This is an optimization exercise on Yosys and OpenROAD, whose aim is small area, a short achievable clock period and few clock cycles per item, not a production implementation. Where RTL was checked, it was by simulation tests only, not by an equivalence proof against the original. Only the layout flow was run in run 1; the RTL was not checked for function there. Power is estimated from default activity; no workload was simulated.

===== config.mk =====
export PLATFORM = sky130hd
export DESIGN_NAME = window_hit_test_move_to_front_top
export DESIGN_NICKNAME = window_hit_test_move_to_front_top
export VERILOG_FILES = /design/flow/design.v
export SDC_FILE = /design/flow/constraint.sdc
export NUM_CORES = 4
export LEC_CHECK = 0
export CAP_MARGIN = 20
export CORE_MARGIN = 2
export CORE_UTILIZATION = 40
export SETUP_SLACK_MARGIN = 3.5
export SLEW_MARGIN = 20

===== constraint.sdc =====
create_clock -name core_clock -period 6.0 [get_ports {clock}]
set_input_delay 1.2000 -clock core_clock [delete_from_list [all_inputs] [get_ports {clock}]]
set_output_delay 1.2000 -clock core_clock [all_outputs]
set_load 0.01 [all_outputs]

===== design.v =====
package wht_pkg;
   localparam int X_BITS = 12;
   localparam int Y_BITS = 11;
   localparam int ID_BITS = 4;
   localparam int WINDOWS_DEFAULT = 16;
   localparam logic CMD_LOAD = 1'b0;
   localparam logic CMD_CLICK = 1'b1;
   localparam int RECT_BITS = 2 * X_BITS + 2 * Y_BITS;
   localparam int ENTRY_BITS = 1 + ID_BITS + RECT_BITS;
endpackage
module wht_gt #(
   parameter int W = 12
) (
   input  logic [W-1:0] a,
   input  logic [W-1:0] b_n,
   output logic         gt
);
   logic [15:0] g, p;
   always_comb begin
      g = '0;
      p = '1;
      g[W-1:0] = a & b_n;
      p[W-1:0] = a | b_n;
      for (int lvl = 0; lvl < 4; lvl++) begin
         for (int k = 0; k < (8 >> lvl); k++) begin
            g[k] = g[2*k+1] | (p[2*k+1] & g[2*k]);
            p[k] = p[2*k+1] & p[2*k];
         end
      end
      gt = g[0];
   end
endmodule
module wht_cell (
   input  logic                           clock,
   input  logic                           reset,
   input  logic                           write,
   input  logic [wht_pkg::RECT_BITS-1:0]  wr_rect,
   input  logic [wht_pkg::X_BITS-1:0]     op_x,
   input  logic [wht_pkg::Y_BITS-1:0]     op_y,
   input  logic [wht_pkg::X_BITS-1:0]     op_x_n,
   input  logic [wht_pkg::Y_BITS-1:0]     op_y_n,
   output logic                           holds
);
   logic                          valid_ff;
   logic [wht_pkg::X_BITS-1:0]    left_ff, right_n_ff;
   logic [wht_pkg::Y_BITS-1:0]    bottom_ff, top_n_ff;
   logic [wht_pkg::X_BITS-1:0]    wr_left, wr_right;
   logic [wht_pkg::Y_BITS-1:0]    wr_bottom, wr_top;
   logic                          left_gt, right_lt, bottom_gt, top_lt;
   assign {wr_left, wr_bottom, wr_right, wr_top} = wr_rect;
   always_ff @(posedge clock) begin
      if (reset) begin
         valid_ff <= 1'b0;
      end else if (write) begin
         valid_ff <= 1'b1;
      end
   end
   always_ff @(posedge clock) begin
      if (write) begin
         left_ff    <= wr_left;
         bottom_ff  <= wr_bottom;
         right_n_ff <= ~wr_right;
         top_n_ff   <= ~wr_top;
      end
   end
   wht_gt #(.W(wht_pkg::X_BITS)) u_left   (.a(left_ff),   .b_n(op_x_n),     .gt(left_gt));
   wht_gt #(.W(wht_pkg::X_BITS)) u_right  (.a(op_x),      .b_n(right_n_ff), .gt(right_lt));
   wht_gt #(.W(wht_pkg::Y_BITS)) u_bottom (.a(bottom_ff), .b_n(op_y_n),     .gt(bottom_gt));
   wht_gt #(.W(wht_pkg::Y_BITS)) u_top    (.a(op_y),      .b_n(top_n_ff),   .gt(top_lt));
   assign holds = valid_ff && !left_gt && !right_lt && !bottom_gt && !top_lt;
endmodule
module window_hit_test_move_to_front_top #(
   parameter int WINDOWS = wht_pkg::WINDOWS_DEFAULT
) (
   input  logic                        clock,
   input  logic                        reset,
   input  logic                        req_valid,
   output logic                        req_ready,
   input  logic                        req_command,
   input  logic [wht_pkg::ID_BITS-1:0] req_window_index,
   input  logic [wht_pkg::X_BITS-1:0]  req_rect_left,
   input  logic [wht_pkg::Y_BITS-1:0]  req_rect_bottom,
   input  logic [wht_pkg::X_BITS-1:0]  req_rect_right,
   input  logic [wht_pkg::Y_BITS-1:0]  req_rect_top,
   input  logic [wht_pkg::X_BITS-1:0]  req_point_x,
   input  logic [wht_pkg::Y_BITS-1:0]  req_point_y,
   output logic                        rsp_valid,
   input  logic                        rsp_ready,
   output logic                        rsp_hit,
   output logic [wht_pkg::ID_BITS-1:0] rsp_selected_window
);
   localparam int QDEPTH = 4;
   localparam int RES_BITS = 1 + wht_pkg::ID_BITS;
   logic                          ready_ff;
   logic                          accept;
   logic                          s1_load_ff, s1_click_ff;
   logic [wht_pkg::ID_BITS-1:0]   s1_idx_ff;
   logic [wht_pkg::RECT_BITS-1:0] s1_rect_ff;
   logic [wht_pkg::X_BITS-1:0]    s1_x_ff;
   logic [wht_pkg::Y_BITS-1:0]    s1_y_ff;
   assign accept = req_valid && ready_ff;
   always_ff @(posedge clock) begin
      if (reset) begin
         s1_load_ff  <= 1'b0;
         s1_click_ff <= 1'b0;
      end else begin
         s1_load_ff  <= accept && (req_command == wht_pkg::CMD_LOAD);
         s1_click_ff <= accept && (req_command == wht_pkg::CMD_CLICK);
      end
   end
   always_ff @(posedge clock) begin
      s1_idx_ff  <= req_window_index;
      s1_rect_ff <= {req_rect_left, req_rect_bottom, req_rect_right, req_rect_top};
      s1_x_ff    <= req_point_x;
      s1_y_ff    <= req_point_y;
   end
   logic [WINDOWS-1:0] holds;
   logic [WINDOWS-1:0] s1_onehot;
   logic [WINDOWS-1:0] s2_vec_in;
   for (genvar w = 0; w < WINDOWS; w++) begin : g_win
      assign s1_onehot[w] = (s1_idx_ff == w);
      wht_cell u_cell (
         .clock  (clock),
         .reset  (reset),
         .write  (s1_load_ff && s1_onehot[w]),
         .wr_rect(s1_rect_ff),
         .op_x   (s1_x_ff),
         .op_y   (s1_y_ff),
         .op_x_n (~s1_x_ff),
         .op_y_n (~s1_y_ff),
         .holds  (holds[w])
      );
      assign s2_vec_in[w] = s1_load_ff ? s1_onehot[w] : (s1_click_ff && holds[w]);
   end
   logic               s2_click_ff;
   logic [WINDOWS-1:0] s2_vec_ff;
   always_ff @(posedge clock) begin
      if (reset) begin
         s2_click_ff <= 1'b0;
      end else begin
         s2_click_ff <= s1_click_ff;
      end
   end
   always_ff @(posedge clock) begin
      s2_vec_ff <= s2_vec_in;
   end
   logic [WINDOWS-1:0] above_ff [WINDOWS];
   logic [WINDOWS-1:0] above [WINDOWS];
   logic [WINDOWS-1:0] sel;
   always_comb begin
      for (int i = 0; i < WINDOWS; i++) begin
         for (int j = 0; j < WINDOWS; j++) begin
            if (i < j) above[i][j] = above_ff[i][j];
            else if (i > j) above[i][j] = !above_ff[j][i];
            else above[i][j] = 1'b0;
         end
      end
   end
   always_comb begin
      for (int w = 0; w < WINDOWS; w++) begin
         logic covered;
         covered = 1'b0;
         for (int v = 0; v < WINDOWS; v++) begin
            if (v != w) covered = covered | (s2_vec_ff[v] & above[v][w]);
         end
         sel[w] = s2_vec_ff[w] & !covered;
      end
   end
   always_ff @(posedge clock) begin
      for (int i = 0; i < WINDOWS; i++) begin
         for (int j = i + 1; j < WINDOWS; j++) begin
            above_ff[i][j] <= sel[i] | (above_ff[i][j] & !sel[j]);
         end
      end
   end
   logic                        res_hit;
   logic [wht_pkg::ID_BITS-1:0] res_id;
   always_comb begin
      res_id = '0;
      for (int w = 0; w < WINDOWS; w++) begin
         res_id = res_id | (sel[w] ? wht_pkg::ID_BITS'(w) : '0);
      end
   end
   assign res_hit = |s2_vec_ff;
   logic [RES_BITS-1:0] q_ff [QDEPTH];
   logic [2:0]          cnt_ff, cnt_in, cnt_pop;
   logic                rsp_valid_ff;
   logic                pop, push;
   logic [2:0]          occ;
   assign pop = rsp_valid_ff && rsp_ready;
   assign push = s2_click_ff;
   assign cnt_pop = cnt_ff - {2'b00, pop};
   assign cnt_in = cnt_pop + {2'b00, push};
   always_ff @(posedge clock) begin
      for (int k = 0; k < QDEPTH; k++) begin
         if (push && (cnt_pop == k)) begin
            q_ff[k] <= {res_hit, res_id};
         end else if (pop) begin
            q_ff[k] <= (k + 1 < QDEPTH) ? q_ff[(k + 1) % QDEPTH] : q_ff[k];
         end
      end
   end
   assign occ = cnt_in + {2'b00, s1_click_ff}
                + {2'b00, accept && (req_command == wht_pkg::CMD_CLICK)};
   always_ff @(posedge clock) begin
      if (reset) begin
         cnt_ff       <= '0;
         rsp_valid_ff <= 1'b0;
         ready_ff     <= 1'b1;
      end else begin
         cnt_ff       <= cnt_in;
         rsp_valid_ff <= (cnt_in != 0);
         ready_ff     <= (occ < QDEPTH);
      end
   end
   assign req_ready = ready_ff;
   assign rsp_valid = rsp_valid_ff;
   assign rsp_hit = q_ff[0][RES_BITS-1];
   assign rsp_selected_window = q_ff[0][wht_pkg::ID_BITS-1:0];
endmodule

===== run.sh =====
#!/bin/bash
# synth_recipe.tcl (not shown) runs the flow's synth.tcl, then flattens the netlist and writes it again
# the make line also repeats each setting of config.mk as NAME=value (left out here)
make -C /OpenROAD-flow-scripts/flow DESIGN_CONFIG=/design/flow/config.mk WORK_HOME=/design/flow/orfs CLKGATE_MAP_FILE= SYNTH_SCRIPT=/design/flow/synth_recipe.tcl finish

==> results of run 1 <==
[flip-flops by register name (all words and copies together) (netlist names), 4 cells and up]
name                     count
g_win.u_cell.left_ff       192
g_win.u_cell.right_n_ff    192
g_win.u_cell.bottom_ff     176
g_win.u_cell.top_n_ff      176
above_ff                   120
s1_rect_ff                  46
q_ff                        20
g_win.u_cell.valid_ff       16
s2_vec_ff                   16
s1_x_ff                     12
s1_y_ff                     11
s1_idx_ff                    4
[cells in the mapped netlist (all sizes together), types with 17 or more instances]
| library cell | instances | share of area [%] |
|---|---|---|
| a31oi | 60 | 0.91 |
| dfxtp | 233 | 11 |
| nor2b | 69 | 1.0 |
| a221oi | 32 | 0.69 |
| nand2b | 80 | 1.2 |
| o22a | 23 | 0.49 |
| nand3 | 44 | 0.53 |
| edfxtp | 756 | 55 |
| a21oi | 169 | 2.0 |
| clkbuf | 107 | 0.97 |
| a21o | 37 | 0.67 |
| nand4 | 17 | 0.26 |
| o22ai | 116 | 1.8 |
| o221ai | 40 | 0.85 |
| o211ai | 35 | 0.64 |
| a222oi | 18 | 0.44 |
| inv | 136 | 1.2 |
| nor4 | 36 | 0.57 |
| nand2 | 304 | 2.8 |
| nor3 | 60 | 0.73 |
| o21ai | 156 | 1.9 |
| a211oi | 23 | 0.42 |
| a22oi | 44 | 0.81 |
| maj3 | 171 | 4.3 |
| nor2 | 191 | 1.7 |
| buf | 77 | 0.91 |
[layout make-up]
| class | count | area [sq um] | share of cell area, % |
|---|---|---|---|
| Tap cell | 1368 | 1710 | 3.40 |
| Timing Repair inverter | 2 | 15.0 | 0.0298 |
| Inverter | 145 | 638 | 1.27 |
| Clock buffer | 135 | 2880 | 5.73 |
| Clock inverter | 64 | 842 | 1.67 |
| Timing Repair Buffer | 280 | 3110 | 6.17 |
| Sequential cell | 989 | 27500 | 54.6 |
| Multi-Input combinational cell | 2004 | 13700 | 27.2 |
[cell families (layout without fill, tap and decap cells)]
| group | Yosys count | after routing |
|---|---|---|
| DFF | 989 | 989 |
| buffers and inverters | 329 | 626 |
| xor gates and xnor gates | 3 | 3 |
| AOI/OAI and AO/OA | 925 | 925 |
| adders and majority gates | 176 | 176 |
| muxes | 28 | 28 |
| and+or+nand+nor | 871 | 872 |
[power by group through the flow]
stage               Clock, W  Combinational [W]  Sequential (W)
global route         0.00730            0.00132         0.00804
finish               0.00695            0.00122         0.00801
global placement           0           0.000991         0.00816
floorplan                  0           0.000680         0.00798
detailed placement         0            0.00101         0.00816
CTS                  0.00703            0.00114         0.00801
[through the flow]
stage / total power (W) / util, % / cell area [sq um]
2_1_floorplan: 0.00866 / - / 41500
4_1_cts: 0.0162 / 48.2 / 49200
3_3_place_gp: 0.00915 / 42.8 / 43800
6_report: 0.0162 / 49.3 / 50400
5_1_grt: 0.0167 / 49.3 / 50400
3_5_place_dp: 0.00917 / 42.8 / 43800
[worst max-delay path, cell delays in order, from the launching register on]
cell	delay, ns
dfxtp_2	0.46
buf_12	0.20
clkinvlp_4	0.12
buf_4	0.19
o221ai_4	0.23
a21oi_1	0.15
nor4_4	0.36
nand4b_1	0.40
a31oi_4	0.45
a2bb2oi_1	0.18
[per-layer routing]
layer	wire (um)	vias to the layer above	share of wire (%)	track usage, %
met4	6690	4	4.9	11.3
met3	12200	322	9.0	4.20
met5	31	-	0.023	0
li1	-	13200	-	-
met2	62100	1615	46	38.5
met1	54500	14700	40	33.1
[worst paths after layout]
| check | endpoint | slack (ns) | cells after the start |
|---|---|---|---|
| worst max register to register | s2_vec_ff[8] | 3.22 | 9 |
| worst min-delay path | above_ff[4][7] | 0.45 | 2 |
| worst min register to register | above_ff[4][7] | 0.45 | 2 |
| worst max-delay path | s2_vec_ff[8] | 3.22 | 9 |
[repair_timing]
item,CTS,global route
buffers inserted,65,57
resized for setup,224,121
pin swaps,48,51
hold buffers,0,0
gates cloned,15,9
setup endpoints to repair,185,172
hold endpoints to repair,0,0
==> impl_results.md, run 1 <==
* Predominant post-synthesis flop cell: edfxtp_1
* Syn Inst Count at roughly 3300
* Relative slew slack at between 30% and 40%
* Pwr dens at about 320 nW/um^2
* Worst Setup Path Type: flip-flop to flip-flop
* GP Congestion at slightly above 0.9
* Switching share of power at a little under a quarter
* Worst path required time at about 6.6 ns
* CTS clk-pin slew, worst paths at around 0.06 ns
* Io pins at 85
* Clock sinks at 989
* Wire length of the first global-routing pass at ~190000 um
* Critical path startpoint: s1_x_ff[9]
* Routed Antenna Nets at 0
* Post-synthesis area per instance at 12.5 sq um
* Via count at between 20000 and 30000
* Setup TNS at 0 ns
* Number of buffers created by CTS at about 110
* Commonest non-fill, non-tap cell in the layout: edfxtp_1
* Internal power at roughly 0.012 W
* Post-route minimum period at between 2 and 3 ns
* Initial antenna violation count at 4
* Ys async rst share at 0%
* ANT cells at 0
* Simple-gate area share of the yosys netlist at between 10% and 20%
* Chip height at 326 um
* Core ar. at about 100000 sq um
* Crit share post-route at 46.3%
* RSZ-0062 raised after global routing: true
* WHS at roughly 0.45 ns
* FMAX at between 300 and 400 MHz
* Layout cells sized above 1 at a little under a fifth
* Nets at between 3000 and 4000
* PortBufs at between 80 and 90
* # rows at around 120
* CP max FO at 11
* Final max-slew violation count at 0
* Fillcell total at 8911
* TritonCTS clock tree: built
* Post-synthesis mux area share at 0.723%
* Vias in the first global route at 27800
* Post-synthesis register bit count at approximately 1000
* Final WL at between 100000 and 150000 um
* Die ar. at 106000 sq um
* CTS H-tree depth at 3
* Synth Cell Area at between 40000 and 50000 sq um
* Clock Root Buffer: clkbuf_16
* FF-to-FF Start: s1_x_ff[9]
* Crit end category: flip-flop
* Register share of total power at 49.5%
* P_leak at 17.4 nW
* Place WS at ~2 ns
* Worst setup margin at 3.22 ns
* Clock share of power at roughly 43%
* Adder-cell area share of the yosys netlist at 4.43%
* Nature of the critical path startpoint: flip-flop
* Max cap viols at 0
* Register area share after synthesis at 66.2%
* Status: complete, no violations
* EDFF count, synth at 756
* GR Util All Layers at approximately a quarter
* Final Hold Viols at 0
* Post-route DRC at 0
* Min-delay worst type: flip-flop to flip-flop
* Final setup vio count at 0
* CP arrival at ~3.4 ns
* Peak VDD IR at 238 uV
* Layout Cells excl Fill at about 5000
* Worst-Skew Late Latency at between 0.7 and 0.8 ns
* Clk_skew at 0.0505 ns
* Combinational share of power at around 7.6%
* Vias per cell at ~6
* Area growth from synthesis to final layout at 21.8%
* 1st-iter DRT viols at just under 4000
* Synth Warn # at 7
* Worst Hold Launch: above_ff[4][7]
* Synth Area in Compound Gates at between 15 and 20%
* Total global routing overflow at 0
* Placed cells at between 4000 and 5000
* Pin count of the biggest net entering global routing at 56
* Yosys cell types at 84
* Die Wd at 326 um
* Xor/xnor share of the synthesized area at less than 1%
* Sw Pwr at ~0.0039 W
* DP HPWL at 81200 um
* DR WL/cell at approximately 27 um
* Syn_nets at 3404
* TritonRoute pass-1 iters at 6
* Starting density of the core at a little over 40%
* Main combinational cell family by area after synthesis: compound AO/OA/AOI/OAI gates
* Most frequent cells in the layout: 756 x edfxtp_1, 300 x nand2_1, 194 x dfxtp_1
* Longest Clk Path Bufs at 3
* Slew of the pin with the lowest slew margin at slightly below 1 ns
==> run 2: changes to the inputs <==
--- a/design.v
+++ b/design.v
@@ -98,6 +98,8 @@
    logic [wht_pkg::RECT_BITS-1:0] s1_rect_ff;
    logic [wht_pkg::X_BITS-1:0]    s1_x_ff;
    logic [wht_pkg::Y_BITS-1:0]    s1_y_ff;
+   logic [wht_pkg::X_BITS-1:0]    s1_x_n_ff;
+   logic [wht_pkg::Y_BITS-1:0]    s1_y_n_ff;
    assign accept = req_valid && ready_ff;
    always_ff @(posedge clock) begin
       if (reset) begin
@@ -113,6 +115,8 @@
       s1_rect_ff <= {req_rect_left, req_rect_bottom, req_rect_right, req_rect_top};
       s1_x_ff    <= req_point_x;
       s1_y_ff    <= req_point_y;
+      s1_x_n_ff  <= ~req_point_x;
+      s1_y_n_ff  <= ~req_point_y;
    end
    logic [WINDOWS-1:0] holds;
    logic [WINDOWS-1:0] s1_onehot;
@@ -126,8 +130,8 @@
          .wr_rect(s1_rect_ff),
          .op_x   (s1_x_ff),
          .op_y   (s1_y_ff),
-         .op_x_n (~s1_x_ff),
-         .op_y_n (~s1_y_ff),
+         .op_x_n (s1_x_n_ff),
+         .op_y_n (s1_y_n_ff),
          .holds  (holds[w])
       );
       assign s2_vec_in[w] = s1_load_ff ? s1_onehot[w] : (s1_click_ff && holds[w]);
==> flow/run.sh (new file) <==
#!/bin/bash
# The standard layout with three changes: clock tree synthesis adds no dummy loads to balance
# the leaf buffers and may use clkbuf_8 as well as clkbuf_16, and the ports are buffered with
# buf_2 rather than the delay buffer that buffer_ports picks by itself. The ORFS output goes to
# standard.log.
set -euo pipefail
export CTS_ARGS="-sink_clustering_enable -repair_clock_nets -dont_use_dummy_load -sink_clustering_size 30 -sink_clustering_max_diameter 60 -root_buf sky130_fd_sc_hd__clkbuf_16 -buf_list {sky130_fd_sc_hd__clkbuf_8 sky130_fd_sc_hd__clkbuf_16}"
export BUFFER_PORTS_ARGS="-buffer_cell sky130_fd_sc_hd__buf_2"
bash standard.sh > standard.log 2>&1
==> standard.sh (new file) <==
#!/bin/bash
# synth_recipe.tcl (not shown) runs the flow's synth.tcl, then flattens the netlist and writes it again
# the make line also repeats each setting of config.mk as NAME=value (left out here)
make -C /OpenROAD-flow-scripts/flow DESIGN_CONFIG=/design/flow/config.mk WORK_HOME=/design/flow/orfs CLKGATE_MAP_FILE= SYNTH_SCRIPT=/design/flow/synth_recipe.tcl "${@:-finish}"
--- a/config.mk
+++ b/config.mk
@@ -7,6 +7,8 @@
 export LEC_CHECK = 0
 export CAP_MARGIN = 20
 export CORE_MARGIN = 2
-export CORE_UTILIZATION = 40
+export CORE_UTILIZATION = 60
+export CTS_CLUSTER_DIAMETER = 60
+export CTS_CLUSTER_SIZE = 30
 export SETUP_SLACK_MARGIN = 3.5
 export SLEW_MARGIN = 20
removed: run.sh
==> impl_results.md, run 2 <==
* Status: complete, no violations (unchanged)
* Vias per cell at 6.89 (was 5.99)
* Register area share after synthesis at 68.4% (was 66.2%)
* Crit path buf inv count at 1 (was 3)
* Crit end category: flip-flop (unchanged)
* Area contributors post-synth: edfxtp_1 56%, dfxtp_1 13%, nand2_1 3.0% (was edfxtp_1 55%, dfxtp_1 11%, maj3_1 3.0%)
* TritonCTS clock tree: built (unchanged)
* Sw Pwr at 0.00313 W (was 0.00385 W)
* Setup TNS at 0 ns (unchanged)
* Die Wd at 264 um (was 326 um)
* Starting density of the core at 60.5% (was 40.5%)
* Post-synthesis area per instance at 12.4 sq um (was 12.5 sq um)
* Final WL at 123000 um (was 136000 um)
* Routed Antenna Nets at 0 (unchanged)
* Cell family with most CP delay: adder cells (was compound AO/OA/AOI/OAI gates)
* Core ar. at 67200 sq um (was 102000 sq um)
* CP arrival at 3.22 ns (was 3.41 ns)
* Clock share of power at 29.4% (was 42.9%)
* CP max FO at 6 (was 11)
* EDFF count, synth at 756 (unchanged)
* Fillcell total at 4913 (was 8911)
* Xor/xnor share of the synthesized area at 0.0646% (was 0.0635%)
* Register share of total power at 62.8% (was 49.5%)
* Post-synthesis mux area share at 0.415% (was 0.723%)
* Clock sinks at 1012 (was 989)
* CTS H-tree depth at 2 (was 3)
* Post-route DRC at 0 (unchanged)
* Longest Clk Path Bufs at 3 (unchanged)
* Syn_nets at 3366 (was 3404)
* FMAX at 376 MHz (was 360 MHz)
* Clk_skew at 0.0509 ns (was 0.0505 ns)
* P_leak at 15.3 nW (was 17.4 nW)
* Most frequent cells in the layout: 756 x edfxtp_1, 318 x nand2_1, 267 x nor2_1 (was 756 x edfxtp_1, 300 x nand2_1, 194 x dfxtp_1)
* DP HPWL at 79600 um (was 81200 um)
* Area of the multi-input gates at 12600 sq um (was 13700 sq um)
* Switching share of power at 24.0% (was 23.8%)
* Peak VDD IR at 340 uV (was 238 uV)
* Top flop regs: g_win.u_cell.left_ff (192), g_win.u_cell.right_n_ff (192) (unchanged)
* Area growth from synthesis to final layout at 10.8% (was 21.8%)
* PortBufs at 84 (unchanged)
* Combinational share of power at 7.9% (was 7.6%)
* Commonest non-fill, non-tap cell in the layout: edfxtp_1 (unchanged)
* Number of buffers created by CTS at 58 (was 105)
* Layout Cells excl Fill at 4238 (was 4987)
* Synth Warn # at 7 (unchanged)
* Slowest CP cell: nor4_4 (was dfxtp_2)
* Total global routing overflow at 0 (unchanged)
* Critical-path cell list: buf_4, a31oi_1, nor2_1, maj3_1, maj3_1, o21ai_1, a21oi_2, nor4_4, a2bb2oi_1 (was buf_12, clkinvlp_4, buf_4, o221ai_4, a21oi_1, nor4_4, nand4b_1, a31oi_4, a2bb2oi_1)
* Nature of the critical path startpoint: flip-flop (unchanged)
* DR WL/cell at 29.1 um (was 27.2 um)
* Via count at 29200 (was 29900)
* RSZ-0062 raised after global routing: true (unchanged)
* Internal power at 0.00991 W (was 0.0123 W)
* Initial antenna violation count at 4 (unchanged)
* Register area at 27900 sq um (was 27500 sq um)
* Post-synth top cells: 756 x edfxtp_1, 323 x nand2_1, 280 x nor2_1 (was 756 x edfxtp_1, 304 x nand2_1, 233 x dfxtp_1)
* Hold-fix buffers, CTS at 0 (unchanged)
* GP Congestion at 1.01 (was 0.922)
* Vias in the first global route at 27500 (was 27800)
* Io pins at 85 (unchanged)
* Pin count of the biggest net entering global routing at 50 (was 56)
* Post-synth top area share at 55.8% (was 54.9%)
* Final max-slew violation count at 0 (unchanged)
* Main combinational cell family by area after synthesis: compound AO/OA/AOI/OAI gates (unchanged)
* Worst-Skew Late Latency at 0.67 ns (was 0.71 ns)
* Simple-gate area share of the yosys netlist at 8.77% (was 10.1%)
* Placed cells at 4112 (was 4642)
* TritonRoute pass-1 iters at 8 (was 6)
* CTS clk-pin slew, worst paths at 0.09 ns (was 0.06 ns)
* Max cap viols at 0 (unchanged)
* Layout cells sized above 1 at 14.9% (was 18.1%)
* GR Util All Layers at 34.5% (was 24.4%)
* Crit share post-route at 44.4% (was 46.3%)
* Nets at 3446 (was 3610)
* Synth Cell Area at 40700 sq um (was 41400 sq um)
* Final Hold Viols at 0 (unchanged)
* # rows at 95 (was 117)
* Post-synthesis register bit count at 1012 (was 989)
* Pwr dens at 290 nW/um^2 (was 321 nW/um^2)
* Most frequent cell after synthesis: edfxtp_1 (unchanged)
* Crit path largest cell delay at 0.51 ns (was 0.46 ns)
* Relative slew slack at 25.4% (was 34.5%)
* Chip height at 264 um (was 326 um)
* Worst path required time at 6.56 ns (was 6.63 ns)
* Syn Inst Count at 3283 (was 3321)
* Adder-cell area share of the yosys netlist at 3.18% (was 4.43%)
* Ys async rst share at 0% (unchanged)
* Crit path top cell by count: maj3_1
* Wire length of the first global-routing pass at 177000 um (was 191000 um)
* Final setup vio count at 0 (unchanged)
* Synth Area in Compound Gates at 16.4% (was 15.3%)
* 1st-iter DRT viols at 3885 (was 3850)
* Die ar. at 69900 sq um (was 106000 sq um)
* Clock Root Buffer: clkbuf_16 (unchanged)
* Worst Setup Path Type: flip-flop to flip-flop (unchanged)
* Min-delay worst type: flip-flop to flip-flop (unchanged)
* Post-route minimum period at 2.66 ns (was 2.78 ns)
* Predominant post-synthesis flop cell: edfxtp_1 (unchanged)
* Slew of the pin with the lowest slew margin at 1.11 ns (was 0.982 ns)
* Synth area leader: edfxtp_1 (unchanged)
* Yosys cell types at 71 (was 84)
-- run 2: cell count changes after synthesis, moves of 22 or more --
cell      before  now
a21oi_1      169  234
a31oi_1       60  146
buf_2         40   14
clkbuf_1     107  156
dfxtp_1      233  256
inv_1        129   89
maj3_2        45   14
nand2b_1      80    5
nor2_1       191  280
nor2b_1       69    6
o22ai_1      116  138
-- run 2: final cells by class --
| type | count | area share [%] |
|---|---|---|
| tap | 873 | 2.43 |
| multi-input combinational | 1987 | 28.1 |
| timing repair inverter | 2 | 0.0333 |
| sequential | 1012 | 61.9 |
| inverter | 91 | 0.811 |
| antenna | 4 | 0.0222 |
| timing repair buffer | 211 | 3.47 |
| clock buffer | 58 | 3.22 |
-- run 2: cells by family (layout without fill, tap and decap cells) --
kind of cell,count (synthesis),in the layout
buffers and inverters,285,362
AND/OR/NAND/NOR,826,827
adder cells (fa/ha/maj),126,126
multiplexers,15,15
other,0,4
XOR/XNOR,3,3
AO/OA/AOI/OAI,1016,1016
flip-flops,1012,1012
-- run 2: worst paths after layout --
kind	start	to	slack (ns)	depth (start not counted)
setup / recovery	s1_y_ff[0]	s2_vec_ff[1]	3.34	9
hold / removal	above_ff[7][10]	above_ff[7][10]	0.45	2
setup reg to reg	s1_y_ff[0]	s2_vec_ff[1]	3.34	9
hold reg to reg	above_ff[7][10]	above_ff[7][10]	0.45	2
-- run 2: power by group through the flow --
| stage | Combinational, W | Sequential [W] | Clock (W) |
|---|---|---|---|
| 6_report | 0.00103 | 0.00819 | 0.00383 |
| 3_5_place_dp | 0.000936 | 0.00834 | 0 |
| 2_1_floorplan | 0.000652 | 0.00814 | 0 |
| 5_1_grt | 0.00112 | 0.00820 | 0.00408 |
| 4_1_cts | 0.000978 | 0.00817 | 0.00387 |
| 3_3_place_gp | 0.000904 | 0.00834 | 0 |
-- run 2: what timing repair did --
item | in CTS | in global routing
endpoints found under the setup margin | 134 | 118
setup buffers | 29 | 29
resized for setup | 130 | 100
cloned | 1 | 4
pin swaps | 40 | 48
-- run 2: tightest hold or removal path, cell delays in order (launching register included) --
cell	delay, ns
dfxtp_1	0.31
nand2_1	0.05
nand2_1	0.04
-- run 2: metal layers --
metal / vias up / routed length [um] / part of all wire (%) / GRT usage [%]
met3: 304 / 12100 / 9.9 / 5.97
met1: 14500 / 46500 / 38 / 45.7
met2: 1635 / 58000 / 47 / 55.9
met4: 0 / 6520 / 5.3 / 16.4
li1: 12800 / - / - / -
met5: - / 0 / 0 / 0
-- run 2: stage by stage --
step           utilization, %  power (W)  hold WS (ns)  instance area [sq um]  worst slack [ns]
6_report                 67.1     0.0130         0.449                  45000              3.34
5_1_grt                  67.1     0.0134         0.468                  45000              3.31
4_1_cts                  66.0     0.0130         0.452                  44300              3.41
3_5_place_dp             62.8    0.00927         0.444                  42200              2.69
3_3_place_gp             62.8    0.00924         0.435                  42100              2.53
2_1_floorplan               -    0.00879         0.422                  40800              2.84
Testbench counts of run 2, summed over its fixed seeds: cycles 24,024, items 24,000.
==> run 3: changes to the inputs <==
--- a/design.v
+++ b/design.v
@@ -95,11 +95,8 @@
    logic                          accept;
    logic                          s1_load_ff, s1_click_ff;
    logic [wht_pkg::ID_BITS-1:0]   s1_idx_ff;
-   logic [wht_pkg::RECT_BITS-1:0] s1_rect_ff;
    logic [wht_pkg::X_BITS-1:0]    s1_x_ff;
    logic [wht_pkg::Y_BITS-1:0]    s1_y_ff;
-   logic [wht_pkg::X_BITS-1:0]    s1_x_n_ff;
-   logic [wht_pkg::Y_BITS-1:0]    s1_y_n_ff;
    assign accept = req_valid && ready_ff;
    always_ff @(posedge clock) begin
       if (reset) begin
@@ -112,26 +109,25 @@
    end
    always_ff @(posedge clock) begin
       s1_idx_ff  <= req_window_index;
-      s1_rect_ff <= {req_rect_left, req_rect_bottom, req_rect_right, req_rect_top};
       s1_x_ff    <= req_point_x;
       s1_y_ff    <= req_point_y;
-      s1_x_n_ff  <= ~req_point_x;
-      s1_y_n_ff  <= ~req_point_y;
    end
    logic [WINDOWS-1:0] holds;
    logic [WINDOWS-1:0] s1_onehot;
    logic [WINDOWS-1:0] s2_vec_in;
+   logic               load_now;
+   assign load_now = accept && (req_command == wht_pkg::CMD_LOAD);
    for (genvar w = 0; w < WINDOWS; w++) begin : g_win
       assign s1_onehot[w] = (s1_idx_ff == w);
       wht_cell u_cell (
          .clock  (clock),
          .reset  (reset),
-         .write  (s1_load_ff && s1_onehot[w]),
-         .wr_rect(s1_rect_ff),
+         .write  (load_now && (req_window_index == w)),
+         .wr_rect({req_rect_left, req_rect_bottom, req_rect_right, req_rect_top}),
          .op_x   (s1_x_ff),
          .op_y   (s1_y_ff),
-         .op_x_n (s1_x_n_ff),
-         .op_y_n (s1_y_n_ff),
+         .op_x_n (~s1_x_ff),
+         .op_y_n (~s1_y_ff),
          .holds  (holds[w])
       );
       assign s2_vec_in[w] = s1_load_ff ? s1_onehot[w] : (s1_click_ff && holds[w]);
==> flow/run.sh (replaced) <==
#!/bin/bash
# The standard layout with two changes: clock tree synthesis adds no dummy loads to balance
# the leaf buffers, and the ports are buffered with buf_2 rather than the delay buffer that
# buffer_ports picks by itself. The ORFS output goes to standard.log.
set -euo pipefail
export CTS_ARGS="-sink_clustering_enable -repair_clock_nets -dont_use_dummy_load -sink_clustering_size 30 -sink_clustering_max_diameter 60"
export BUFFER_PORTS_ARGS="-buffer_cell sky130_fd_sc_hd__buf_2"
bash standard.sh > standard.log 2>&1
==> impl_results.md, run 3 <==
* RSZ-0062 raised after global routing: true (unchanged)
* Most frequent cell after synthesis: edfxtp_1 (unchanged)
* Ys async rst share at 0% (unchanged)
* Vias in the first global route at 28300 (was 27500)
* Starting density of the core at 60.8% (was 60.5%)
* Worst-Skew Late Latency at 0.65 ns (was 0.67 ns)
* Synth Cell Area at 40200 sq um (was 40700 sq um)
* Adder-cell area share of the yosys netlist at 3.47% (was 3.18%)
* Longest Clk Path Bufs at 3 (unchanged)
* P_leak at 15.5 nW (was 15.3 nW)
* Final setup vio count at 0 (unchanged)
* Pin count of the biggest net entering global routing at 51 (was 50)
* 1st-iter DRT viols at 4251 (was 3885)
* Hold-fix buffers, CTS at 0 (unchanged)
* Core ar. at 66100 sq um (was 67200 sq um)
* GR Util All Layers at 37.0% (was 34.5%)
* Fillcell total at 4733 (was 4913)
* Most frequent cells in the layout: 756 x edfxtp_1, 315 x nand2_1, 293 x a21oi_1 (was 756 x edfxtp_1, 318 x nand2_1, 267 x nor2_1)
* Area contributors post-synth: edfxtp_1 56%, dfxtp_1 9.3%, a21oi_1 3.7% (was edfxtp_1 56%, dfxtp_1 13%, nand2_1 3.0%)
* Layout cells sized above 1 at 15.1% (was 14.9%)
* Clock Root Buffer: clkbuf_16 (unchanged)
* Clk_skew at 0.0427 ns (was 0.0509 ns)
* Syn_nets at 3382 (was 3366)
* Total global routing overflow at 0 (unchanged)
* Final max-slew violation count at 0 (unchanged)
* Predominant post-synthesis flop cell: edfxtp_1 (unchanged)
* Place WS at 2.17 ns (was 2.69 ns)
* DR WL/cell at 31.0 um (was 29.1 um)
* Initial antenna violation count at 3 (was 4)
* GP Congestion at 0.974 (was 1.01)
* Post-synth top cells: 756 x edfxtp_1, 322 x nand2_1, 294 x a21oi_1 (was 756 x edfxtp_1, 323 x nand2_1, 280 x nor2_1)
* Crit end category: flip-flop (unchanged)
* Nets at 3500 (was 3446)
* Reg-to-reg slack, setup at 3.26 ns (was 3.34 ns)
* Post-route minimum period at 2.76 ns (was 2.66 ns)
* Simple-gate area share of the yosys netlist at 9.56% (was 8.77%)
* Post-route DRC at 0 (unchanged)
* Post-synth top area share at 56.5% (was 55.8%)
* Worst path required time at 6.26 ns (was 6.56 ns)
* Post-synthesis area per instance at 12.2 sq um (was 12.4 sq um)
* TritonRoute pass-1 iters at 6 (was 8)
* Yosys cell types at 85 (was 71)
* Synth Area in Compound Gates at 16.9% (was 16.4%)
* Area of the multi-input gates at 13200 sq um (was 12600 sq um)
* CP max FO at 13 (was 6)
* Vias per cell at 7.00 (was 6.89)
* CP arrival at 3.01 ns (was 3.22 ns)
* Io pins at 85 (unchanged)
* Max cap viols at 0 (unchanged)
* Placed cells at 4116 (was 4112)
* Nature of the critical path startpoint: input pin (was flip-flop)
* Pwr Total at 0.0126 W (was 0.0130 W)
* Routed Antenna Nets at 0 (unchanged)
* Post-synthesis register bit count at 943 (was 1012)
* Final Hold Viols at 0 (unchanged)
* Main combinational cell family by area after synthesis: compound AO/OA/AOI/OAI gates (unchanged)
* Relative slew slack at 10.3% (was 25.4%)
* Post-synthesis mux area share at 0.594% (was 0.415%)
* Min-delay worst type: flip-flop to flip-flop (unchanged)
* Pwr dens at 281 nW/um^2 (was 290 nW/um^2)
* Syn Inst Count at 3299 (was 3283)
* Slew of the pin with the lowest slew margin at 1.33 ns (was 1.11 ns)
* # rows at 94 (was 95)
* Die Wd at 263 um (was 264 um)
* Worst Setup Path Type: input pin to flip-flop (was flip-flop to flip-flop)
* Synth area leader: edfxtp_1 (unchanged)
* Setup TNS at 0 ns (unchanged)
* Register area share after synthesis at 65.8% (was 68.4%)
* WHS at 0.447 ns (was 0.449 ns)
* Area growth from synthesis to final layout at 12.0% (was 10.8%)
* TritonCTS clock tree: built (unchanged)
* Chip height at 263 um (was 264 um)
* PortBufs at 84 (unchanged)
* Layout Cells excl Fill at 4284 (was 4238)
* Number of buffers created by CTS at 58 (unchanged)
* Worst setup margin at 3.24 ns (was 3.34 ns)
* Wire length of the first global-routing pass at 188000 um (was 177000 um)
* Final WL at 133000 um (was 123000 um)
* FMAX at 363 MHz (was 376 MHz)
* CTS clk-pin slew, worst paths at 0.07 ns (was 0.09 ns)
* EDFF count, synth at 756 (unchanged)
* Clock sinks at 943 (was 1012)
* Top flop regs: g_win.u_cell.left_ff (192), g_win.u_cell.right_n_ff (192) (unchanged)
* Die ar. at 69100 sq um (was 69900 sq um)
* Crit share post-route at 45.9% (was 44.4%)
* Register area at 26500 sq um (was 27900 sq um)
* Peak VDD IR at 320 uV (was 340 uV)
* CTS H-tree depth at 2 (unchanged)
* DP HPWL at 83200 um (was 79600 um)
* Commonest non-fill, non-tap cell in the layout: edfxtp_1 (unchanged)
* Via count at 30000 (was 29200)
* Synth Warn # at 7 (unchanged)
* Xor/xnor share of the synthesized area at 0.0653% (was 0.0646%)
* Status: complete, no violations (unchanged)
[run 3: path summary, 6_finish.rpt]
check / from / to / cells past startpoint
worst max-delay path: req_window_index[3] / g_win[9].u_cell.bottom_ff[6] / 3
worst min-delay path: above_ff[6][12] / above_ff[6][12] / 2
worst max register to register: s1_x_ff[5] / s2_vec_ff[12] / 9
worst min register to register: above_ff[6][12] / above_ff[6][12] / 2
[run 3: critical path, stage by stage]
cell      delay (ns)
buf_2           0.29
nand2b_1        0.62
nor2_2          0.89
[run 3: layout make-up]
class,count,area share [%]
antenna,5,0.0278
clock buffer,58,3.22
inverter,157,1.54
multi-input combinational,2020,29.2
sequential,943,58.9
tap,864,2.40
timing repair buffer,234,4.65
timing repair inverter,3,0.0445
[run 3: timing repair]
| item | CTS | global route |
|---|---|---|
| gates resized for setup | 158 | 92 |
| setup buffers | 46 | 35 |
| setup endpoints to repair | 503 | 381 |
| cloned | 12 | 11 |
| pin swaps | 20 | 28 |
[run 3: per-layer routing]
metal / track usage, % / wire length (um) / vias up
met5: 0 / 0 / -
met4: 14.8 / 6330 / 0
met3: 8.78 / 16600 / 330
met2: 56.5 / 59200 / 2003
met1: 51.7 / 50600 / 14800
li1: - / - / 12800
[run 3: through the flow]
stage / util, % / instance area, sq um
CTS: 66.8 / 44100
floorplan: - / 40500
global route: 68.1 / 45000
global placement: 62.8 / 41500
finish: 68.1 / 45000
detailed placement: 62.8 / 41500
[run 3: cell families after synthesis]
logic type               after synthesis
AND/OR/NAND/NOR                      831
multiplexers                          22
AO/OA/AOI/OAI                       1021
XOR/XNOR                               3
adder cells (fa/ha/maj)              136
buffers and inverters                343
flip-flops                           943
[run 3: power by group]
| part | leakage (nW) | switching [W] | internal, W |
|---|---|---|---|
| clock | 0.715 | 0.00204 | 0.00170 |
| sequential | 8.37 | 0.000293 | 0.00736 |
| combinational | 6.39 | 0.000796 | 0.000447 |
Testbench counts of run 3, summed over its fixed seeds: cycles 24,024, items 24,000.
==> run 4: changes to the inputs <==
--- a/config.mk
+++ b/config.mk
@@ -10,5 +10,5 @@
 export CORE_UTILIZATION = 60
 export CTS_CLUSTER_DIAMETER = 60
 export CTS_CLUSTER_SIZE = 30
-export SETUP_SLACK_MARGIN = 3.5
+export SETUP_SLACK_MARGIN = 3.7
 export SLEW_MARGIN = 20
==> impl_results.md, run 4 <==
* Predominant post-synthesis flop cell: edfxtp_1 (unchanged)
* Reg-to-reg slack, setup at 3.42 ns (was 3.26 ns)
* CP arrival at 3.07 ns (was 3.01 ns)
* Wire length of the first global-routing pass at 201000 um (was 188000 um)
* Gr busiest metal: met2 (unchanged)
* WHS Path Cells at 2 (unchanged)
* Commonest non-fill, non-tap cell in the layout: edfxtp_1 (unchanged)
* Io pins at 85 (unchanged)
* Worst Hold Launch: above_ff[6][12] (unchanged)
* Initial antenna violation count at 7 (was 3)
* Reg2reg path depth at 6 (was 9)
* Hold-fix buffers, CTS at 0 (unchanged)
* Most frequent cell after synthesis: edfxtp_1 (unchanged)
* # rows at 94 (unchanged)
* Layout cells sized above 1 at 21.0% (was 15.1%)
* Synth Warn # at 7 (unchanged)
* GRT met3 Usage at 9.40% (was 8.78%)
* Ys async rst share at 0% (unchanged)
* TritonCTS clock tree: built (unchanged)
* Area contributors post-synth: edfxtp_1 56%, dfxtp_1 9.3%, a21oi_1 3.7% (unchanged)
* Post-synthesis area per instance at 12.2 sq um (unchanged)
* RSZ-0062 raised after global routing: true (unchanged)
* Total global routing overflow at 0 (unchanged)
* Final WL at 144000 um (was 133000 um)
* Status: complete, no violations (unchanged)
* Final setup vio count at 0 (unchanged)
* Core ar. at 66100 sq um (unchanged)
* P_leak at 16.5 nW (was 15.5 nW)
* Worst path required time at 6.49 ns (was 6.26 ns)
* Clock Root Buffer: clkbuf_16 (unchanged)
* GR Layer Usage met1 at 55.4% (was 51.7%)
* GP Congestion at 0.980 (was 0.974)
* Clock sinks at 943 (unchanged)
* Worst Setup Path Type: flip-flop to flip-flop (was input pin to flip-flop)
* Slew of the pin with the lowest slew margin at 1.19 ns (was 1.33 ns)
* Post-synthesis register bit count at 943 (unchanged)
* FMAX at 388 MHz (was 363 MHz)
* Yosys cell types at 85 (unchanged)
* Register area share after synthesis at 65.8% (unchanged)
* Post-synth top area share at 56.5% (unchanged)
* Crit end category: flip-flop (unchanged)
* Max cap viols at 0 (unchanged)
* FF-to-FF Start: s1_x_ff[11] (was s1_x_ff[5])
* Post-synth top cells: 756 x edfxtp_1, 322 x nand2_1, 294 x a21oi_1 (unchanged)
* Synth Cell Area at 40200 sq um (unchanged)
* CTS clk-pin slew, worst paths at 0.08 ns (was 0.07 ns)
* Starting density of the core at 60.8% (unchanged)
* GR Util All Layers at 39.8% (was 37.0%)
* Vias in the first global route at 29200 (was 28300)
* Longest Clk Path Bufs at 3 (unchanged)
* Relative slew slack at 19.6% (was 10.3%)
* DP HPWL at 82300 um (was 83200 um)
* Clk_skew at 0.0820 ns (was 0.0427 ns)
* Most frequent cells in the layout: 756 x edfxtp_1, 311 x nand2_1, 274 x a21oi_1 (was 756 x edfxtp_1, 315 x nand2_1, 293 x a21oi_1)
* CP max FO at 48 (was 13)
* Die ar. at 69100 sq um (unchanged)
* Worst-Skew Late Latency at 0.69 ns (was 0.65 ns)
* 1st-iter DRT viols at 4847 (was 4251)
* Area growth from synthesis to final layout at 18.5% (was 12.0%)
* Final max-slew violation count at 0 (unchanged)
* Peak VDD IR at 302 uV (was 320 uV)
* CTS H-tree depth at 2 (unchanged)
* Setup TNS at 0 ns (unchanged)
* Nets at 3603 (was 3500)
* Nature of the critical path startpoint: flip-flop (was input pin)
* EDFF count, synth at 756 (unchanged)
* Crit share post-route at 43.0% (was 45.9%)
* Pin count of the biggest net entering global routing at 56 (was 51)
* Chip height at 263 um (unchanged)
* Min-delay worst type: flip-flop to flip-flop (unchanged)
* Critical-path cell list: buf_8, o22a_1, o21ai_0, a2111oi_2, or4_4, o22ai_1 (was buf_2, nand2b_1, nor2_2)
* Fillcell total at 4403 (was 4733)
* Number of buffers created by CTS at 58 (unchanged)
* Pwr dens at 271 nW/um^2 (was 281 nW/um^2)
* Via count at 31500 (was 30000)
* PortBufs at 84 (unchanged)
* DR WL/cell at 32.8 um (was 31.0 um)
* Hold endpoint: above_ff[6][12] (unchanged)
* Top flop regs: g_win.u_cell.left_ff (192), g_win.u_cell.right_n_ff (192) (unchanged)
* Global Route met2 Usage at 61.0% (was 56.5%)
* Final Hold Viols at 0 (unchanged)
* Routed Antenna Nets at 0 (unchanged)
* Slowest CP cell: a2111oi_2 (was nor2_2)
* Synth area leader: edfxtp_1 (unchanged)
* Crit Reg-Reg Endpoint: s2_vec_ff[15] (was s2_vec_ff[12])
* TritonRoute pass-1 iters at 6 (unchanged)
* Post-route DRC at 0 (unchanged)
* Crit path largest cell delay at 0.65 ns (was 0.89 ns)
* Post-route minimum period at 2.58 ns (was 2.76 ns)
* WHS at 0.453 ns (was 0.447 ns)
* Syn Inst Count at 3299 (unchanged)
* Vias per cell at 7.18 (was 7.00)
* Die Wd at 263 um (unchanged)
* Syn_nets at 3382 (unchanged)
## run 4: cell count changes in the layout (fill, tap and decap cells not counted), moves of 18 or more
cell     previous run  this run
maj3_2             23        42
buf_12             16        49
maj3_1            108        89
buf_4             100       122
a21oi_1           293       274
a21oi_2             1        19
## run 4: critical path: cells and delay by family, from the launching register on
family	cells	cell delay, ns
AOI/OAI and AO/OA	4	1.23
DFF	1	0.51
buffers and inverters	1	0.36
and+or+nand+nor	1	0.29
## run 4: metrics by stage
| stage | total power [W] | utilization, % | cell area [sq um] | setup WS (ns) | instances |
|---|---|---|---|---|---|
| floorplan | 0.00838 | - | 40500 | 2.50 | 3299 |
| global placement | 0.00884 | 62.8 | 41500 | 2.21 | 4113 |
| detailed placement | 0.00887 | 62.8 | 41500 | 2.31 | 4113 |
| CTS | 0.0127 | 70.2 | 46400 | 3.44 | 4329 |
| global route | 0.0132 | 72.1 | 47600 | 3.41 | 4382 |
| finish | 0.0129 | 72.1 | 47600 | 3.42 | 4385 |
## run 4: repair_timing
item	in CTS	in global routing
gates resized for setup	354	153
pin swaps	77	83
buffers inserted	114	42
setup endpoints to repair	860	498
gates cloned	44	11
## run 4: worst max path at each step
stage,slack [ns],startpoint,end
6_report,3.42,s1_x_ff[11],s2_vec_ff[15]
5_1_grt,3.41,s1_x_ff[10],s2_vec_ff[14]
4_1_cts,3.44,s1_y_ff[0],s2_vec_ff[7]
3_5_place_dp,2.31,req_valid,g_win[10].u_cell.top_n_ff[1]
3_3_place_gp,2.21,s1_y_ff[6],s2_vec_ff[1]
2_1_floorplan,2.50,req_valid,g_win[0].u_cell.bottom_ff[0]
## run 4: where the power goes
| part | leakage, nW | switching, W | internal [W] |
|---|---|---|---|
| logic | 7.43 | 0.000884 | 0.000562 |
| clock network | 0.715 | 0.00208 | 0.00170 |
| registers | 8.37 | 0.000301 | 0.00736 |
## run 4: area by class of cell
cell class	count	area [sq um]	area share, %
diodes	3	7.51	0.0158
clock buffers	58	1450	3.05
inverters	157	719	1.51
multi-input cells	2021	13900	29.1
flip-flops and latches	943	26500	55.7
well taps	864	1080	2.27
repair buffers	332	3900	8.18
repair inverters	7	52.6	0.110
## run 4: cells by family after synthesis
logic type | after synthesis | synth area share [%]
AND/OR/NAND/NOR | 831 | 9.56
flip-flops | 943 | 65.8
adder cells (fa/ha/maj) | 136 | 3.47
multiplexers | 22 | 0.594
AO/OA/AOI/OAI | 1021 | 16.9
buffers and inverters | 343 | 3.64
XOR/XNOR | 3 | 0.0654
## run 4: metal layers
metal  vias up  wire [um]
li1      13000          -
met1     15400      52000
met2      2507      63300
met3       478      20500
met4         8       7680
met5         -         53
==> run 5: changes to the inputs <==
--- a/design.v
+++ b/design.v
@@ -89,48 +89,30 @@
    output logic                        rsp_hit,
    output logic [wht_pkg::ID_BITS-1:0] rsp_selected_window
 );
-   localparam int QDEPTH = 4;
+   localparam int QDEPTH = 3;
    localparam int RES_BITS = 1 + wht_pkg::ID_BITS;
    logic                          ready_ff;
    logic                          accept;
-   logic                          s1_load_ff, s1_click_ff;
-   logic [wht_pkg::ID_BITS-1:0]   s1_idx_ff;
-   logic [wht_pkg::X_BITS-1:0]    s1_x_ff;
-   logic [wht_pkg::Y_BITS-1:0]    s1_y_ff;
+   logic                          load_now;
+   logic                          click_now;
    assign accept = req_valid && ready_ff;
-   always_ff @(posedge clock) begin
-      if (reset) begin
-         s1_load_ff  <= 1'b0;
-         s1_click_ff <= 1'b0;
-      end else begin
-         s1_load_ff  <= accept && (req_command == wht_pkg::CMD_LOAD);
-         s1_click_ff <= accept && (req_command == wht_pkg::CMD_CLICK);
-      end
-   end
-   always_ff @(posedge clock) begin
-      s1_idx_ff  <= req_window_index;
-      s1_x_ff    <= req_point_x;
-      s1_y_ff    <= req_point_y;
-   end
+   assign load_now = accept && (req_command == wht_pkg::CMD_LOAD);
+   assign click_now = accept && (req_command == wht_pkg::CMD_CLICK);
    logic [WINDOWS-1:0] holds;
-   logic [WINDOWS-1:0] s1_onehot;
    logic [WINDOWS-1:0] s2_vec_in;
-   logic               load_now;
-   assign load_now = accept && (req_command == wht_pkg::CMD_LOAD);
    for (genvar w = 0; w < WINDOWS; w++) begin : g_win
-      assign s1_onehot[w] = (s1_idx_ff == w);
       wht_cell u_cell (
          .clock  (clock),
          .reset  (reset),
          .write  (load_now && (req_window_index == w)),
          .wr_rect({req_rect_left, req_rect_bottom, req_rect_right, req_rect_top}),
-         .op_x   (s1_x_ff),
-         .op_y   (s1_y_ff),
-         .op_x_n (~s1_x_ff),
-         .op_y_n (~s1_y_ff),
+         .op_x   (req_point_x),
+         .op_y   (req_point_y),
+         .op_x_n (~req_point_x),
+         .op_y_n (~req_point_y),
          .holds  (holds[w])
       );
-      assign s2_vec_in[w] = s1_load_ff ? s1_onehot[w] : (s1_click_ff && holds[w]);
+      assign s2_vec_in[w] = load_now ? (req_window_index == w) : (click_now && holds[w]);
    end
    logic               s2_click_ff;
    logic [WINDOWS-1:0] s2_vec_ff;
@@ -138,7 +120,7 @@
       if (reset) begin
          s2_click_ff <= 1'b0;
       end else begin
-         s2_click_ff <= s1_click_ff;
+         s2_click_ff <= click_now;
       end
    end
    always_ff @(posedge clock) begin
@@ -183,14 +165,14 @@
    end
    assign res_hit = |s2_vec_ff;
    logic [RES_BITS-1:0] q_ff [QDEPTH];
-   logic [2:0]          cnt_ff, cnt_in, cnt_pop;
+   logic [1:0]          cnt_ff, cnt_in, cnt_pop;
    logic                rsp_valid_ff;
    logic                pop, push;
-   logic [2:0]          occ;
+   logic [1:0]          occ;
    assign pop = rsp_valid_ff && rsp_ready;
    assign push = s2_click_ff;
-   assign cnt_pop = cnt_ff - {2'b00, pop};
-   assign cnt_in = cnt_pop + {2'b00, push};
+   assign cnt_pop = cnt_ff - {1'b0, pop};
+   assign cnt_in = cnt_pop + {1'b0, push};
    always_ff @(posedge clock) begin
       for (int k = 0; k < QDEPTH; k++) begin
          if (push && (cnt_pop == k)) begin
@@ -200,8 +182,6 @@
          end
       end
    end
-   assign occ = cnt_in + {2'b00, s1_click_ff}
-                + {2'b00, accept && (req_command == wht_pkg::CMD_CLICK)};
    always_ff @(posedge clock) begin
       if (reset) begin
          cnt_ff       <= '0;
@@ -210,7 +190,7 @@
       end else begin
          cnt_ff       <= cnt_in;
          rsp_valid_ff <= (cnt_in != 0);
-         ready_ff     <= (occ < QDEPTH);
+         ready_ff     <= ({1'b0, cnt_in} + {2'b00, click_now}) < 3'(QDEPTH);
       end
    end
    assign req_ready = ready_ff;
==> run.sh (new file) <==
#!/bin/bash
# synth_recipe.tcl (not shown) runs the flow's synth.tcl, then flattens the netlist and writes it again
# the make line also repeats each setting of config.mk as NAME=value (left out here)
make -C /OpenROAD-flow-scripts/flow DESIGN_CONFIG=/design/flow/config.mk WORK_HOME=/design/flow/orfs CLKGATE_MAP_FILE= SYNTH_SCRIPT=/design/flow/synth_recipe.tcl finish
--- a/config.mk
+++ b/config.mk
@@ -8,7 +8,5 @@
 export CAP_MARGIN = 20
 export CORE_MARGIN = 2
 export CORE_UTILIZATION = 60
-export CTS_CLUSTER_DIAMETER = 60
-export CTS_CLUSTER_SIZE = 30
-export SETUP_SLACK_MARGIN = 3.7
+export SETUP_SLACK_MARGIN = 3.5
 export SLEW_MARGIN = 20
removed: flow/run.sh
removed: standard.sh
==> impl_results.md, run 5 <==
* Status: complete, no violations (unchanged)
* Post-synthesis area per instance at 12.4 sq um (was 12.2 sq um)
* Clock sinks at 908 (was 943)
* Die ar. at 66800 sq um (was 69100 sq um)
* Vias in the first global route at 28200 (was 29200)
* Final Instance Area at 47200 sq um (was 47600 sq um)
* Detail Route met2 WL at 60100 um (was 63300 um)
* Synth Warn # at 7 (unchanged)
* Crit path largest cell delay at 0.49 ns (was 0.65 ns)
* Setup TNS at 0 ns (unchanged)
* Crit end category: flip-flop (unchanged)
* Max cap viols at 0 (unchanged)
* Number of buffers created by CTS at 92 (was 58)
* Register area share after synthesis at 66.1% (was 65.8%)
* Ys async rst share at 0% (unchanged)
* Hold-fix buffers, CTS at 0 (unchanged)
* Pwr dens at 310 nW/um^2 (was 271 nW/um^2)
* Die Wd at 258 um (was 263 um)
* EDFF count, synth at 751 (was 756)
* Area post-placement at 41000 sq um (was 41500 sq um)
* Top flop regs: g_win.u_cell.left_ff (192), g_win.u_cell.right_n_ff (192) (unchanged)
* Top routing layer in use: met5 (unchanged)
* Initial antenna violation count at 3 (was 7)
* TritonRoute pass-1 iters at 6 (unchanged)
* Clk_skew at 0.0266 ns (was 0.0820 ns)
* Final WL at 138000 um (was 144000 um)
* WHS Path Cells at 2 (unchanged)
* Final max-slew violation count at 0 (unchanged)
* Routed Antenna Nets at 0 (unchanged)
* Area growth from synthesis to final layout at 21.4% (was 18.5%)
* TritonCTS clock tree: built (unchanged)
* Syn Inst Count at 3140 (was 3299)
* Syn_nets at 3222 (was 3382)
* Nets at 3450 (was 3603)
* Core ar. at 64200 sq um (was 66100 sq um)
* Commonest non-fill, non-tap cell in the layout: edfxtp_1 (unchanged)
* Post-synthesis register bit count at 908 (was 943)
* CP max FO at 47 (was 48)
* Io pins at 85 (unchanged)
* Fillcell total at 4243 (was 4403)
* Synth Cell Area at 38800 sq um (was 40200 sq um)
* M1 WL at 50700 um (was 52000 um)
* P_leak at 16.3 nW (was 16.5 nW)
* Worst-Skew Late Latency at 0.67 ns (was 0.69 ns)
* # rows at 93 (was 94)
* Pin count of the biggest net entering global routing at 52 (was 56)
* Min-delay worst type: flip-flop to flip-flop (unchanged)
* DR WL/cell at 32.2 um (was 32.8 um)
* Wire length of the first global-routing pass at 195000 um (was 201000 um)
* Predominant post-synthesis flop cell: edfxtp_1 (unchanged)
* GR Util All Layers at 40.5% (was 39.8%)
* DP HPWL at 85900 um (was 82300 um)
* Yosys cell types at 78 (was 85)
* Post-route DRC at 0 (unchanged)
* Crit share post-route at 48.7% (was 43.0%)
* 1st-iter DRT viols at 4805 (was 4847)
* FMAX at 342 MHz (was 388 MHz)
* GP Congestion at 1.04 (was 0.980)
* Via count at 30100 (was 31500)
* Total global routing overflow at 0 (unchanged)
* Longest Clk Path Bufs at 3 (unchanged)
* Area contributors post-synth: edfxtp_1 58%, dfxtp_1 8.1%, maj3_1 3.9% (was edfxtp_1 56%, dfxtp_1 9.3%, a21oi_1 3.7%)
* CTS clk-pin slew, worst paths at 0.06 ns (was 0.08 ns)
* Peak VDD IR at 299 uV (was 302 uV)
* Nature of the critical path startpoint: input pin (was flip-flop)
* Final Hold Viols at 0 (unchanged)
* CP arrival at 3.46 ns (was 3.07 ns)
* PortBufs at 84 (unchanged)
* Layout Cells excl Fill at 4297 (was 4385)
* Placed cells at 3975 (was 4113)
* Critical-path cell list: buf_2, buf_8, o22ai_1, nor2_1, o211ai_1, o221ai_1, a221oi_2, o311ai_1, a31oi_1, a21o_1 (was buf_8, o22a_1, o21ai_0, a2111oi_2, or4_4, o22ai_1)
* Reg2reg path depth at 8 (was 6)
* Vias per cell at 7.00 (was 7.18)
* RSZ-0062 raised after global routing: true (unchanged)
* Synth area leader: edfxtp_1 (unchanged)
* Starting density of the core at 60.5% (was 60.8%)
* Layout cells sized above 1 at 20.8% (was 21.0%)
* Post-synth top area share at 58.1% (was 56.5%)
* Final setup vio count at 0 (unchanged)
* Most frequent cells in the layout: 751 x edfxtp_1, 296 x nand2_1, 194 x a21oi_1 (was 756 x edfxtp_1, 311 x nand2_1, 274 x a21oi_1)
* Post-route minimum period at 2.92 ns (was 2.58 ns)
* Most frequent cell after synthesis: edfxtp_1 (unchanged)
* Slew of the pin with the lowest slew margin at 0.962 ns (was 1.19 ns)
* Slowest CP cell: nor2_1 (was a2111oi_2)
* CTS H-tree depth at 3 (was 2)
* Met3 wire len at 18900 um (was 20500 um)
* Clock Root Buffer: clkbuf_16 (unchanged)
* Chip height at 258 um (was 263 um)
* Worst Setup Path Type: input pin to flip-flop (was flip-flop to flip-flop)
* Relative slew slack at 35.6% (was 19.6%)
* Post-synth top cells: 751 x edfxtp_1, 301 x nand2_1, 208 x a21oi_1 (was 756 x edfxtp_1, 322 x nand2_1, 294 x a21oi_1)
* Worst path required time at 6.54 ns (was 6.49 ns)
[run 5: logic make-up (layout without fill, tap and decap cells)]
family / count (synthesis) / after routing / synth area share (%)
fa+ha+maj: 188 / 188 / 4.97
other cells: 0 / 1 / 0
compound gates: 926 / 926 / 15.9
buf+inv: 302 / 597 / 2.99
simple gates: 793 / 799 / 9.34
mux: 21 / 21 / 0.567
flops: 908 / 908 / 66.1
xor+xnor: 2 / 2 / 0.0451
[run 5: per-layer routing]
| layer | GRT usage (%) | vias to the layer above |
|---|---|---|
| met5 | 0 | - |
| li1 | - | 12600 |
| met4 | 20.2 | 4 |
| met3 | 10.9 | 420 |
| met2 | 59.6 | 2220 |
| met1 | 56.2 | 14800 |
[run 5: path summary, 6_finish.rpt]
check | startpoint | to | slack, ns
worst min register to register | above_ff[3][9] | above_ff[3][9] | 0.45
worst min-delay path | above_ff[3][9] | above_ff[3][9] | 0.45
worst max register to register | g_win[12].u_cell.left_ff[0] | s2_vec_ff[12] | 3.45
worst max-delay path | req_point_x[11] | s2_vec_ff[4] | 3.08
[run 5: power breakdown]
part	switching, W	internal (W)	total (W)
combinational	0.000901	0.000587	0.00149
sequential	0.000343	0.00722	0.00757
clock	0.00242	0.00315	0.00557
[run 5: critical path: cells and delay by family]
kind                   cells  cell delay [ns]
buffers and inverters      2             0.43
AOI/OAI and AO/OA          7             1.30
and+or+nand+nor            1             0.49
[run 5: final cells by class]
cell class | count | area, sq um | share of cell area (%)
antenna | 1 | 2.50 | 0.00531
clock buffer | 129 | 2560 | 5.44
clock inverter | 38 | 319 | 0.676
inverter | 120 | 574 | 1.22
multi-input combinational | 1936 | 13400 | 28.5
sequential | 908 | 25700 | 54.5
tap | 855 | 1070 | 2.27
timing repair buffer | 307 | 3460 | 7.34
timing repair inverter | 3 | 25.0 | 0.0531
[run 5: stage by stage]
step | utilization [%] | power, W | hold slack, ns | setup slack, ns
2_1_floorplan | - | 0.00835 | 0.422 | 2.47
3_3_place_gp | 63.8 | 0.00888 | 0.433 | 0.993
3_5_place_dp | 63.9 | 0.00892 | 0.439 | 1.33
4_1_cts | 72.3 | 0.0145 | 0.449 | 3.11
5_1_grt | 73.4 | 0.0150 | 0.473 | 3.03
6_report | 73.4 | 0.0146 | 0.451 | 3.08
[run 5: timing repair]
item,CTS,global route
gates cloned,18,6
resized for setup,375,120
setup buffers,106,24
setup endpoints to repair,894,427
pin swaps,121,74
Testbench counts of run 5, summed over its fixed seeds: cycles 24,016, items 24,000.

[what the ideal ports hide]
In the flow no input, the clock included, has a driving cell. The finished layouts below were timed again as built, in two steps.
Step 1 sets driving cells, clkbuf_16 on the clock port and buf_2 on the other inputs (assumed; they add their load-dependent delay and slew).
Step 2 times the ports against the registers' clock, not the clock port: input delays grow and output delays shrink by t, the midpoint of the rising clock arrivals with the driver on.
a / b / c = ideal / step 1 / step 2; a / b = the first two.
run	t (ns)	slack for setup (ns)	latest minus earliest clock arrival (ns)
run 1	0.761	3.224 / 3.224 / 3.097	0.052 / 0.052
run 2	0.720	3.339 / 3.339 / 2.945	0.056 / 0.055
run 3	0.706	3.243 / 3.234 / 2.529	0.056 / 0.055
run 4	0.727	3.422 / 3.422 / 2.877	0.102 / 0.101
run 5	0.720	3.078 / 3.028 / 2.308	0.029 / 0.029
After both steps setup and hold are still met in every run listed. For run 5, which loses most, drivers alone change the setup slack by -0.050 ns; drivers and shift together by -0.770 ns.
